Context: an optimization exercise on an open-source flow, tuned for small area and a short achievable clock period. The choices shown serve that exercise and are no tape-out recipe.
In this exercise RTL edits were held to simulation tests only and were not proved equivalent to the original.
Power is estimated from default activity; no workload was simulated.

==> flow/design.v <==
module dmem_subword #(
  parameter int ADDR_W         = 8,
  parameter bit CLEAR_ON_RESET = 1'b1
) (
  input  logic              clk_dm,
  input  logic              rst_dm,
  input  logic              mem_req,
  output logic              mem_ready,
  input  logic              mem_we,
  input  logic [1:0]        mem_size,
  input  logic              mem_unsigned,
  input  logic [ADDR_W-1:0] dm_addr,
  input  logic [31:0]       mw_data,
  output logic [31:0]       m_r_data,
  output logic              mem_done,
  output logic              mem_err
);
  localparam int IDX_W = ADDR_W - 2;
  localparam int DEPTH = 2 ** IDX_W;
  localparam int NGRP  = DEPTH / 8;
  logic             ready_reg;       
  logic             ready_out_reg;   
  logic [IDX_W-1:0] clr_cnt_reg;
  logic             clr_last;
  logic             clear_active;
  assign clr_last = (clr_cnt_reg == IDX_W'(DEPTH - 1));
  always_ff @(posedge clk_dm) begin
    if (rst_dm) begin
      ready_reg     <= !CLEAR_ON_RESET;
      ready_out_reg <= !CLEAR_ON_RESET;
      clr_cnt_reg   <= '0;
    end else begin
      if (!ready_reg) clr_cnt_reg <= clr_cnt_reg + 1'b1;
      if (clr_last) ready_reg     <= 1'b1;
      if (clr_last) ready_out_reg <= 1'b1;
    end
  end
  assign mem_ready    = ready_out_reg;
  assign clear_active = !ready_reg;
  logic       accept;
  logic       misaligned;
  logic       sz_byte, sz_half, sz_word;
  logic [3:0] store_be;
  logic [31:0] store_data;
  assign sz_byte = (mem_size == 2'b00);
  assign sz_half = (mem_size == 2'b01);
  assign sz_word = (mem_size == 2'b10);
  assign misaligned = (mem_size == 2'b11)
                   || (sz_half && dm_addr[0])
                   || (sz_word && (dm_addr[1:0] != 2'b00));
  assign accept = mem_req && ready_reg && !rst_dm;
  always_comb begin
    store_be = 4'b0000;
    if (sz_byte)      store_be = 4'b0001 << dm_addr[1:0];
    else if (sz_half) store_be = dm_addr[1] ? 4'b1100 : 4'b0011;
    else if (sz_word) store_be = 4'b1111;
  end
  assign store_data = sz_byte ? {4{mw_data[7:0]}}
                    : sz_half ? {2{mw_data[15:0]}}
                    : mw_data;
  logic [7:0]      lo_rsel, lo_wsel;
  logic [NGRP-1:0] hi_rsel, hi_wsel;
  logic [3:0]      lane_wen;
  logic [31:0]     wr_data;
  always_comb begin
    for (int i = 0; i < 8; i++) begin
      lo_rsel[i] = (dm_addr[4:2] == 3'(i));
      lo_wsel[i] = clear_active || lo_rsel[i];
    end
    for (int g = 0; g < NGRP; g++) begin
      hi_rsel[g] = (dm_addr[ADDR_W-1:5] == (ADDR_W-5)'(g));
      hi_wsel[g] = clear_active || hi_rsel[g];
    end
  end
  assign lane_wen = clear_active ? 4'b1111
                  : ((mem_req && mem_we && !misaligned) ? store_be : 4'b0000);
  assign wr_data  = clear_active ? 32'd0 : store_data;
  logic [31:0] mem [DEPTH];
  generate
    for (genvar w = 0; w < DEPTH; w++) begin : g_word
      for (genvar j = 0; j < 4; j++) begin : g_lane
        logic wen;
        assign wen = hi_wsel[w / 8] && lo_wsel[w % 8] && lane_wen[j];
        always_ff @(posedge clk_dm) begin
          if (wen) mem[w][j*8 +: 8] <= wr_data[j*8 +: 8];
        end
      end
    end
  endgenerate
  logic [31:0] grp_data [NGRP];
  generate
    for (genvar g = 0; g < NGRP; g++) begin : g_rgrp
      for (genvar b = 0; b < 32; b++) begin : g_rbit
        logic [7:0] d;
        for (genvar i = 0; i < 8; i++) begin : g_d
          assign d[i] = mem[g*8 + i][b];
        end
        dmem_ao8 u_ao8 (.s(lo_rsel), .d(d), .y(grp_data[g][b]));
      end
    end
  endgenerate
  logic       rd_ok;
  logic [3:0] lsel0;
  logic [3:0] lsel1;
  logic       wsel;
  logic       sext_b, sext_h;
  assign rd_ok = !misaligned && !rst_dm;
  always_comb begin
    lsel0 = 4'b0000;
    lsel1 = 4'b0000;
    if (sz_byte) lsel0[dm_addr[1:0]] = 1'b1;
    if (sz_half) begin
      lsel0[{dm_addr[1], 1'b0}] = 1'b1;
      lsel1[{dm_addr[1], 1'b1}] = 1'b1;
    end
    if (sz_word) begin
      lsel0[0] = 1'b1;
      lsel1[1] = 1'b1;
    end
    if (!rd_ok) begin
      lsel0 = 4'b0000;
      lsel1 = 4'b0000;
    end
  end
  assign wsel   = sz_word && rd_ok;
  assign sext_b = sz_byte && !mem_unsigned && rd_ok;
  assign sext_h = sz_half && !mem_unsigned && rd_ok;
  logic [4*NGRP-1:0] s0;     
  logic [2*NGRP-1:0] s1;     
  logic [NGRP-1:0]   sw;     
  logic [4*NGRP-1:0] s0x;    
  logic [2*NGRP-1:0] s1x;    
  always_comb begin
    for (int g = 0; g < NGRP; g++) begin
      for (int j = 0; j < 4; j++) begin
        s0[g*4 + j]  = hi_rsel[g] && lsel0[j];
        s0x[g*4 + j] = hi_rsel[g] && lsel0[j] && sext_b;
      end
      s1[g*2 + 0]  = hi_rsel[g] && (sz_word || (sz_half && !dm_addr[1])) && rd_ok;
      s1[g*2 + 1]  = hi_rsel[g] && sz_half && dm_addr[1] && rd_ok;
      s1x[g*2 + 0] = hi_rsel[g] && !dm_addr[1] && sext_h;
      s1x[g*2 + 1] = hi_rsel[g] && dm_addr[1] && sext_h;
      sw[g]        = hi_rsel[g] && wsel;
    end
  end
  logic [31:0] load_data;
  logic        sign_b, sign_u;
  generate
    for (genvar b = 0; b < 8; b++) begin : g_b0
      logic [4*NGRP-1:0] d;
      for (genvar g = 0; g < NGRP; g++) begin : g_g
        for (genvar j = 0; j < 4; j++) begin : g_j
          assign d[g*4 + j] = grp_data[g][j*8 + b];
        end
      end
      dmem_ao32 u_ao (.s(s0), .d(d), .y(load_data[b]));
    end
    for (genvar b = 0; b < 8; b++) begin : g_b1
      logic [2*NGRP-1:0] d;
      for (genvar g = 0; g < NGRP; g++) begin : g_g
        assign d[g*2 + 0] = grp_data[g][8 + b];
        assign d[g*2 + 1] = grp_data[g][24 + b];
      end
      dmem_ao16 u_ao (.s(s1), .d(d), .y(load_data[8 + b]));
    end
    for (genvar b = 16; b < 32; b++) begin : g_bw
      logic [NGRP-1:0] d;
      for (genvar g = 0; g < NGRP; g++) begin : g_g
        assign d[g] = grp_data[g][b];
      end
      dmem_ao8 u_ao (.s(sw), .d(d), .y(load_data[b]));
    end
  endgenerate
  logic [4*NGRP-1:0] sb_d;
  logic [2*NGRP-1:0] sh_d;
  always_comb begin
    for (int g = 0; g < NGRP; g++) begin
      for (int j = 0; j < 4; j++) sb_d[g*4 + j] = grp_data[g][j*8 + 7];
      sh_d[g*2 + 0] = grp_data[g][15];
      sh_d[g*2 + 1] = grp_data[g][31];
    end
  end
  dmem_sign u_sign (.sb(s0x), .db(sb_d), .sh(s1x), .dh(sh_d), .yb(sign_b), .yu(sign_u));
  logic [31:0] m_r_data_reg;
  logic        sign1_reg, sign2_reg, sign3_reg;
  logic        mem_done_reg;
  logic        mem_err_reg;
  logic        rdata_en;
  assign rdata_en = rst_dm || (accept && (misaligned || !mem_we));
  always_ff @(posedge clk_dm) begin
    if (rdata_en) begin
      m_r_data_reg <= load_data;
      sign1_reg    <= sign_b;
      sign2_reg    <= sign_u;
      sign3_reg    <= sign_u;
    end
  end
  always_ff @(posedge clk_dm) begin
    if (rst_dm) begin
      mem_done_reg <= 1'b0;
      mem_err_reg  <= 1'b0;
    end else begin
      mem_done_reg <= accept;
      mem_err_reg  <= accept && misaligned;
    end
  end
  assign m_r_data = {m_r_data_reg[31:24] | {8{sign3_reg}},
                     m_r_data_reg[23:16] | {8{sign2_reg}},
                     m_r_data_reg[15:8]  | {8{sign1_reg}},
                     m_r_data_reg[7:0]};
  assign mem_done = mem_done_reg;
  assign mem_err  = mem_err_reg;
endmodule
module dmem_ao8 (
  input  logic [7:0] s,
  input  logic [7:0] d,
  output logic       y
);
  assign y = |(s & d);
endmodule
module dmem_ao16 (
  input  logic [15:0] s,
  input  logic [15:0] d,
  output logic        y
);
  logic [1:0] h;
  dmem_ao8 u_lo (.s(s[7:0]),  .d(d[7:0]),  .y(h[0]));
  dmem_ao8 u_hi (.s(s[15:8]), .d(d[15:8]), .y(h[1]));
  dmem_or2 u_o  (.a(h[0]), .b(h[1]), .y(y));
endmodule
module dmem_ao32 (
  input  logic [31:0] s,
  input  logic [31:0] d,
  output logic        y
);
  logic [3:0] q;
  logic [1:0] n;
  for (genvar k = 0; k < 4; k++) begin : g_k
    dmem_ao8 u_q (.s(s[8*k +: 8]), .d(d[8*k +: 8]), .y(q[k]));
  end
  dmem_nor2 u_n0 (.a(q[0]), .b(q[1]), .y(n[0]));
  dmem_nor2 u_n1 (.a(q[2]), .b(q[3]), .y(n[1]));
  dmem_nand2 u_o (.a(n[0]), .b(n[1]), .y(y));
endmodule
module dmem_sign (
  input  logic [31:0] sb,
  input  logic [31:0] db,
  input  logic [15:0] sh,
  input  logic [15:0] dh,
  output logic        yb,
  output logic        yu
);
  logic [5:0] q;
  logic [2:0] n;
  for (genvar k = 0; k < 4; k++) begin : g_b
    dmem_ao8 u_q (.s(sb[8*k +: 8]), .d(db[8*k +: 8]), .y(q[k]));
  end
  for (genvar k = 0; k < 2; k++) begin : g_h
    dmem_ao8 u_q (.s(sh[8*k +: 8]), .d(dh[8*k +: 8]), .y(q[4 + k]));
  end
  dmem_nor2  u_n0 (.a(q[0]), .b(q[1]), .y(n[0]));
  dmem_nor2  u_n1 (.a(q[2]), .b(q[3]), .y(n[1]));
  dmem_nor2  u_n2 (.a(q[4]), .b(q[5]), .y(n[2]));
  dmem_nand2 u_ob (.a(n[0]), .b(n[1]), .y(yb));
  dmem_nand3 u_ou (.a(n[0]), .b(n[1]), .c(n[2]), .y(yu));
endmodule
module dmem_or2 (
  input  logic a, b,
  output logic y
);
  assign y = a | b;
endmodule
module dmem_nor2 (
  input  logic a, b,
  output logic y
);
  assign y = ~(a | b);
endmodule
module dmem_nand2 (
  input  logic a, b,
  output logic y
);
  assign y = ~(a & b);
endmodule
module dmem_nand3 (
  input  logic a, b, c,
  output logic y
);
  assign y = ~(a & b & c);
endmodule
==> flow/flow/run.sh <==
#!/bin/bash
# The standard layout, with the port buffers made of plain buf_4 cells instead
# of the delay-type buffers buffer_ports picks by default. The whole make
# output goes to standard.log; ORFS keeps each step's own log under orfs/logs.
set -euo pipefail
bash standard.sh finish "BUFFER_PORTS_ARGS=-buffer_cell sky130_fd_sc_hd__buf_4" > standard.log 2>&1
==> flow/standard.sh <==
#!/bin/bash
# synth_recipe.tcl (not shown) runs the flow's synth.tcl, then flattens the netlist and writes it again
# the make line also repeats each setting of config.mk as NAME=value (left out here)
make -C /OpenROAD-flow-scripts/flow DESIGN_CONFIG=/design/flow/config.mk WORK_HOME=/design/flow/orfs CLKGATE_MAP_FILE= SYNTH_SCRIPT=/design/flow/synth_recipe.tcl "${@:-finish}"
==> flow/config.mk <==
export PLATFORM = sky130hd
export DESIGN_NAME = dmem_subword
export DESIGN_NICKNAME = dmem_subword
export VERILOG_FILES = /design/flow/design.v
export SDC_FILE = /design/flow/constraint.sdc
export NUM_CORES = 4
export LEC_CHECK = 0
export CAP_MARGIN = 20
export CORE_MARGIN = 2
export CORE_UTILIZATION = 55
export SETUP_SLACK_MARGIN = 1.2
export SLEW_MARGIN = 20
export SYNTH_HIERARCHICAL = 1
==> flow/constraint.sdc <==
create_clock -name core_clock -period 3.6 [get_ports {clk_dm}]
set_input_delay 0.7200 -clock core_clock [delete_from_list [all_inputs] [get_ports {clk_dm}]]
set_output_delay 0.7200 -clock core_clock [all_outputs]
set_load 0.01 [all_outputs]
==> parameters.txt, run 1 <==
Parameter                              Value

Detailed routing
  Number of remaining DRC errors    0
  Total iterations of the first detailed-routing run    7
  Post-route antenna net violation count    0
  Per-cell via count in the routed design    6.94
  Total Wirelength    280000 um
  Routed length per instance    37.8 um
  Starting DRT DRC Count    about 7.4k
  Number of vias in the routed layout    51.4k

Worst hold path
  Class of the tightest hold or removal check    in2reg

Global route
  Global-route total usage across every layer    0.374
  GR Overflow Total    0
  Antenna violations before repair    15
  Largest net degree at the start of global routing    76
  Wire length of the first global-routing pass    378000 um
  Number of global-route vias before repair    48.3k

Floorplanning
  Num ports    82
  Core Box Area    142000 um2
  Initial core utilization    0.555
  Die height    382 um
  Chip width    382 um
  Number of rows in the core area    138
  Die area    146000 um2

Synth
  Net Count, Synth    4520
  Sequential-to-total area share from yosys stat    0.797
  Most area-hungry cell type in the Yosys netlist    edfxtp_1
  Ys Warns    10
  Main flop type after synthesis    edfxtp_1
  Most frequent cells after synthesis    edfxtp_1, a22oi_1, nand4_1, a21oi_1, nor2_1
  Avg Inst Size Synth    approximately 18 um2
  Cells after synthesis    4472
  Area share of the largest cell type after synthesis    0.794
  Count of flip-flops with a built-in enable after synthesis    2082
  Yosys reg bits    2091
  Most instantiated library cell after synthesis    edfxtp_1
  Share of flip-flops with an asynchronous set or reset    0
  Yosys cell types    42
  Netlist Area Pre-Place    approximately 80000 um2
  Leading cell types by total area after synthesis    edfxtp_1, a22oi_1, nand4_1, a21oi_1, nor2_1

Setup path
  CP startpoint kind    flop
  Worst path slowest cell    edfxtp_1
  Worst reg2reg endpoint    mem[33][26]$_DFFE_PP_
  Category of the most critical setup path    reg2out
  Req. time, crit path    2880 ps
  CP startpoint    sign3_reg$_DFFE_PP_
  Worst-path cell chain    buf_6 > or2_2 > buf_4
  Critical path fanouts, max    9
  Worst reg-to-reg path cell count    5
  Last element of the critical path    m_r_data[27]
  Endpoint class of the critical path    output pin
  Reg-to-reg startpoint    ready_reg$_SDFFE_PP0N_
  Data arrival time of the critical path    1970 ps
  Setup slack on the worst flop-to-flop path    roughly 1100 ps
  Maximum cell stage delay along the critical path    between 400 and 500 ps

Power and ir drop
  Leakage power of the design    36.9 nW
  Internal power of the cells    between 30 and 40 mW
  Switching Share    0.204
  P_sw    roughly 10 mW
  Relative contribution of sequential cells to total power    0.552
  Part of the total power dissipated in combinational logic    0.022
  P per Cell Area    500 nW/um2
  Clock power frac    0.427
  IR drop worst, VDD    638 uV

STA
  Clk_skew    46.1 ps
  Max-slew violation count    0
  Hold Violations, Final    0
  Minimum setup slack in the final design    between 900 and 1000 ps
  Crit path time final    2690 ps
  Headroom to the max-slew limit    0.135
  Worst hold slack    about 340 ps
  Final setup violation count    0
  Slew at the pin closest to its max-slew limit    approximately 1300 ps
  Final Cycle Share    0.746
  Upper clock frequency limit    about 370 MHz
  Unrepaired setup endpoints after global routing    true

CTS
  H-tree lvl count    4
  Root Driver    clkbuf_16
  TritonCTS clock tree    built
  Total clock sinks    2091
  Clock-pin slew on the worst setup and hold paths    roughly 70 ps
  Number of buffers on the longest clock path    3
  Worst skew pair latency    860 ps
  TritonCTS Buffers    205
  Count of hold-fix buffers inserted at cts    0

Final layout
  Count of nets after finishing    approximately 5.4k
  Share of final-layout standard cells stronger than drive strength 1    0.256
  Cell area after layout    roughly 96000 um2
  Relative area change from synthesis to final layout    21.6%
  Flip-flop count of the largest register, all copies and words added    2048

Placed design
  HPWL after detailed placement    186000 um
  Weighted congestion at the end of routability-driven global placement    1.13
  Worst-case setup slack after placement    -119 ps
  Placed cell area    87400 um2
  Port buffer count    81

Job
  Max cap viols    0

Run status
  Run status  no timing/DRC/antenna violations
==> per-stage QoR <==
stage	util	power (mW)	setup TNS, ps	cells
floorplan	-	27.2	-4638050	4472
global placement	0.616	27.8	-420	6921
detailed placement	0.616	27.8	-119	6921
CTS	0.667	47.9	0	7344
global route	0.675	48.9	0	7406
finish	0.675	47.8	0	7409
==> modules after synthesis, one instance, submodules excluded, a selection <==
module	flip-flops and latches	copies in the design
dmem_ao8	0	326
dmem_nand3	0	1
dmem_or2	0	8
dmem_subword	2091	1
dmem_nand2	0	9
dmem_nor2	0	19
==> critical path: cells and delay by family, from the launching register on <==
kind	cells	cell delay, ps
flip-flops	1	420
AND/OR/NAND/NOR	1	350
buffers and inverters	2	350
==> power groups by stage <==
| stage | registers (mW) | clock network [mW] | logic, mW |
|---|---|---|---|
| floorplan | 26.9 | 0 | 0.338 |
| global placement | 26.9 | 0 | 0.888 |
| detailed placement | 26.9 | 0 | 0.891 |
| CTS | 26.4 | 20.6 | 0.922 |
| global route | 26.4 | 21.5 | 1.05 |
| finish | 26.4 | 20.4 | 1.03 |
==> what timing repair did <==
item	in CTS	in global routing
gates cloned	2	13
endpoints found under the setup margin	2121	372
setup buffers	45	47
pin swaps	39	68
gates resized for setup	105	127
==> metal layers <==
layer  vias up  GRT usage  share of wire
met1     26416      0.508           0.37
li1      21119          -              -
met3       597      0.126           0.13
met2      3291      0.554           0.45
met5         -          0        0.00038
met4        18      0.161          0.050
==> kinds of logic after synthesis <==
| family | after synthesis | share of synthesized area |
|---|---|---|
| simple gates | 651 | 0.0452 |
| flops | 2091 | 0.797 |
| mux | 25 | 0.00331 |
| xor+xnor | 5 | 0.000556 |
| buf+inv | 110 | 0.00825 |
| fa+ha+maj | 1 | 0.000159 |
| compound gates | 1589 | 0.146 |
==> worst min-delay path by stage <==
| stage | cells past startpoint | startpoint | endpoint |
|---|---|---|---|
| floorplan | 2 | clr_cnt_reg[5]$_SDFFE_PP0N_ | clr_cnt_reg[5]$_SDFFE_PP0N_ |
| global placement | 2 | clr_cnt_reg[5]$_SDFFE_PP0N_ | clr_cnt_reg[5]$_SDFFE_PP0N_ |
| detailed placement | 2 | clr_cnt_reg[5]$_SDFFE_PP0N_ | clr_cnt_reg[5]$_SDFFE_PP0N_ |
| CTS | 3 | rst_dm | ready_reg$_SDFFE_PP0N_ |
| global route | 3 | rst_dm | ready_reg$_SDFFE_PP0N_ |
| finish | 3 | rst_dm | ready_reg$_SDFFE_PP0N_ |
==> layout make-up <==
class / count / area [um2]
clock buffers: 256 / 5410
repair buffers: 768 / 7560
well taps: 1890 / 2360
fillers: 9679 / 46000
inverters: 4 / 22.5
flip-flops and latches: 2091 / 62700
multi-input cells: 2276 / 16700
clock inverters: 120 / 957
diodes: 4 / 10.0
==> cells in the final DEF, fill, tap and decap left out, types with 7 or more instances in the layout <==
cell type,n
clkbuf_16,214
buf_4,603
or2_1,8
nand2_1,32
nor2_4,21
a21oi_2,134
buf_6,38
dfxtp_1,8
a21oi_4,18
nor3_1,11
and3_1,18
edfxtp_1,2082
mux2i_1,16
clkinv_1,50
a22oi_2,81
a21oi_1,101
and2_2,7
bufinv_16,11
o21ai_0,11
a22oi_1,1223
buf_12,111
nor2_2,47
inv_6,7
nand4_1,327
or2_4,18
nor2_1,119
o211ai_1,8
clkinv_2,41
or2_2,8
clkbuf_1,47
mux2_2,8
==> run 2: changes to the inputs <==
==> flow/run.sh (new file) <==
#!/bin/bash
# synth_recipe.tcl (not shown) runs the flow's synth.tcl, then flattens the netlist and writes it again
# the make line also repeats each setting of config.mk as NAME=value (left out here)
make -C /OpenROAD-flow-scripts/flow DESIGN_CONFIG=/design/flow/config.mk WORK_HOME=/design/flow/orfs CLKGATE_MAP_FILE= SYNTH_SCRIPT=/design/flow/synth_recipe.tcl finish
removed: flow/flow/run.sh
removed: flow/standard.sh
==> parameters.txt, run 2 <==
Parameter                              Value

STA
  Crit path time final    2680 ps (-9.09 ps)
  Final Cycle Share    0.744 (-0.00253)
  Clk_skew    42.3 ps (-3.83 ps)
  Hold Violations, Final    0 (unchanged)
  Slew at the pin closest to its max-slew limit    1180 ps (-120 ps)
  Unrepaired setup endpoints after global routing    true
  Final sum of negative setup slack    0 ps (unchanged)
  Upper clock frequency limit    373 MHz (+0.34%)
  Max-slew violation count    0 (unchanged)
  Final setup violation count    0 (unchanged)
  Headroom to the max-slew limit    0.215 (+0.0800)

Synth
  Net Count, Synth    4520 (unchanged)
  Yosys cell types    42 (unchanged)
  Yosys reg bits    2091 (unchanged)
  Share of flip-flops with an asynchronous set or reset    0 (unchanged)
  Leading cell types by total area after synthesis    edfxtp_1, a22oi_1, nand4_1, a21oi_1, nor2_1
  Sequential-to-total area share from yosys stat    0.797 (unchanged)
  Count of flip-flops with a built-in enable after synthesis    2082 (unchanged)
  Netlist Area Pre-Place    78700 um2 (unchanged)
  Ys Warns    10 (unchanged)
  Most frequent cells after synthesis    edfxtp_1, a22oi_1, nand4_1, a21oi_1, nor2_1
  Most instantiated library cell after synthesis    edfxtp_1
  Most area-hungry cell type in the Yosys netlist    edfxtp_1
  Avg Inst Size Synth    17.6 um2 (unchanged)
  Area share of the largest cell type after synthesis    0.794 (unchanged)
  Cells after synthesis    4472 (unchanged)
  Main flop type after synthesis    edfxtp_1

Global route
  Global-route total usage across every layer    0.392 (+0.0181)
  GR Overflow Total    0 (unchanged)
  Antenna violations before repair    17 (+2)
  Largest net degree at the start of global routing    100 (+32%)
  Number of global-route vias before repair    50.9k (+5.5%)
  Wire length of the first global-routing pass    396000 um (+4.8%)

Setup path
  Critical path fanouts, max    8 (-1)
  Worst reg-to-reg path cell count    5 (unchanged)
  CP startpoint kind    flop
  Reg-to-reg startpoint    ready_reg$_SDFFE_PP0N_
  Setup slack on the worst flop-to-flop path    1160 ps (+60 ps)
  Endpoint class of the critical path    output pin
  Req. time, crit path    2880 ps (about the same)
  Category of the most critical setup path    reg2out
  Worst reg2reg endpoint    mem[15][27]$_DFFE_PP_
  Data arrival time of the critical path    1960 ps (about the same)

Detailed routing
  Number of remaining DRC errors    0 (unchanged)
  Total iterations of the first detailed-routing run    6 (-1)
  Total Wirelength    289000 um (+3.3%)
  Per-cell via count in the routed design    6.89 (-0.80%)
  Starting DRT DRC Count    8238 (+11%)
  Post-route antenna net violation count    0 (unchanged)
  Routed length per instance    37.0 um (-2.2%)
  Number of vias in the routed layout    53.9k (+4.7%)

Floorplanning
  Core Box Area    142000 um2 (unchanged)
  Chip width    382 um (unchanged)
  Die height    382 um (unchanged)
  Num ports    82 (unchanged)
  Die area    146000 um2 (unchanged)
  Number of rows in the core area    138 (unchanged)
  Initial core utilization    0.555 (unchanged)

Power and ir drop
  IR drop worst, VDD    518 uV (-19%)
  Leakage power of the design    39.8 nW (+7.9%)
  P per Cell Area    483 nW/um2 (-3.4%)

Final layout
  Non-filler instance count after layout    7823 (+5.6%)
  Relative area change from synthesis to final layout    29.1%
  Count of nets after finishing    5806 (+7.6%)
  Leading cell type in the layout, fill and taps excluded    edfxtp_1
  Fraction of the core area covered by cells at the end of the flow    0.717 (+0.0414)
  Flip-flop count of the largest register, all copies and words added    2048 (unchanged)
  Share of final-layout standard cells stronger than drive strength 1    0.324 (+0.0677)
  Leading cell types in the layout, fill and taps excluded    edfxtp_1, a22oi_1, buf_4

CTS
  H-tree lvl count    4 (unchanged)
  TritonCTS Buffers    203 (-0.98%)
  Worst skew pair latency    840 ps (-20 ps)
  Root Driver    clkbuf_16
  Number of buffers on the longest clock path    3 (unchanged)
  Count of hold-fix buffers inserted at cts    0 (unchanged)
  Clock-pin slew on the worst setup and hold paths    70 ps (about the same)
  Total clock sinks    2091 (unchanged)
  TritonCTS clock tree    built

Worst hold path
  Class of the tightest hold or removal check    in2reg
  Startpoint of the tightest hold check path    rst_dm
  Hold Path Sink    clr_cnt_reg[5]$_SDFFE_PP0N_
  Hold path cells    3 (unchanged)

Placed design
  Port buffer count    81 (unchanged)
  Weighted congestion at the end of routability-driven global placement    1.10 (-2.4%)
  # placed instances    7294 (+5.4%)
  HPWL after detailed placement    194000 um (+4.4%)

Job
  Max cap viols    0 (unchanged)

Run status
  Run status  no timing/DRC/antenna violations
==> run 2: routing by layer <==
metal	track usage	vias up	routed length [um]
met2	0.571	3845	127000
met1	0.546	27401	108000
met5	0	-	63
met4	0.195	8	17200
met3	0.110	660	36700
li1	-	21969	-
==> run 2: power by group <==
group / internal (mW) / switching [mW]
sequential: 26.4 / 0.0149
combinational: 0.478 / 0.812
clock: 12.2 / 9.20
==> run 2: cell type report <==
type                    instances  area, um2
inverters                       4       23.8
diodes                          3       7.51
flip-flops and latches       2091      62700
well taps                    1890       2360
clock inverters               127       1360
fillers                      9101      40100
multi-input cells            2271      17300
clock buffers                 250       5330
repair buffers               1187      12500
==> run 2: critical path: stages, from the launching register on <==
cell      delay, ps
edfxtp_1        380
buf_6           170
buf_16          180
or2_4           270
buf_6           130
==> run 2: kinds of logic (layout without fill, tap and decap cells) <==
family,count (synthesis),in the layout,synth area share
buffers and inverters,110,1568,0.00825
muxes,25,25,0.00331
xor gates and xnor gates,5,5,0.000556
adders and majority gates,1,1,0.000159
AOI/OAI and AO/OA,1589,1589,0.146
other,0,3,0
and+or+nand+nor,651,651,0.0452
DFF,2091,2091,0.797
==> run 2: stage by stage <==
stage	cell area, um2	setup slack (ps)	hold slack (ps)	total power [mW]
6_report	102000	922	433	49.0
2_1_floorplan	79000	-4140	454	27.2
5_1_grt	102000	912	436	50.1
3_5_place_dp	91300	-585	476	27.9
4_1_cts	100000	875	406	49.1
3_3_place_gp	91200	-582	464	27.9
==> run 2: worst max-delay path by stage <==
stage                   startpoint                        end  slack, ps  depth (start not counted)
2_1_floorplan           dm_addr[3]       mem[2][16]$_DFFE_PP_      -4140                          4
3_3_place_gp            dm_addr[3]  m_r_data_reg[1]$_DFFE_PP_       -580                         11
3_5_place_dp            dm_addr[3]  m_r_data_reg[1]$_DFFE_PP_       -580                         11
4_1_cts        sign3_reg$_DFFE_PP_               m_r_data[23]        880                          4
5_1_grt        sign3_reg$_DFFE_PP_               m_r_data[22]        910                          4
6_report       sign3_reg$_DFFE_PP_               m_r_data[22]        920                          4
==> run 2: repair_timing <==
action	in CTS	in global routing
gates resized for setup	438	184
gates cloned	17	7
buffers inserted	91	33
endpoints found under the setup margin	1962	249
pin swaps	109	117
==> run 2: Yosys stat by module, one instance, submodules excluded, a selection <==
| module | times used | flops+latches |
|---|---|---|
| dmem_ao8 | 326 | 0 |
| dmem_nand2 | 9 | 0 |
| dmem_nand3 | 1 | 0 |
| dmem_nor2 | 19 | 0 |
| dmem_or2 | 8 | 0 |
| dmem_subword | 1 | 2091 |

-- afterwards: timing with drivers on the ports --
Ports are ideal in the flow. The routed layouts listed here were re-timed in OpenROAD. Step 1 assumes that a clkbuf_16 drives the clock port and a buf_2 every other input. Step 2 moves the port delays by t, midway between the first and last clock arrival at a register: inputs arrive t later, outputs are due t later. That takes back most of the time a late clock gives input paths. a / b / c = ideal ports / drivers / drivers and shift; a / b = the first two.
run	shift t [ns]	slack for setup (ns)	clock arrival spread, ns
run 1	0.918	0.913 / 0.833 / 0.207	0.047 / 0.046
run 2	0.899	0.922 / 0.838 / 0.158	0.048 / 0.048
After both steps every run listed still meets setup and hold. The setup slack of run 2, which loses most, moves by -0.084 ns with the drivers and by -0.764 ns with both steps.
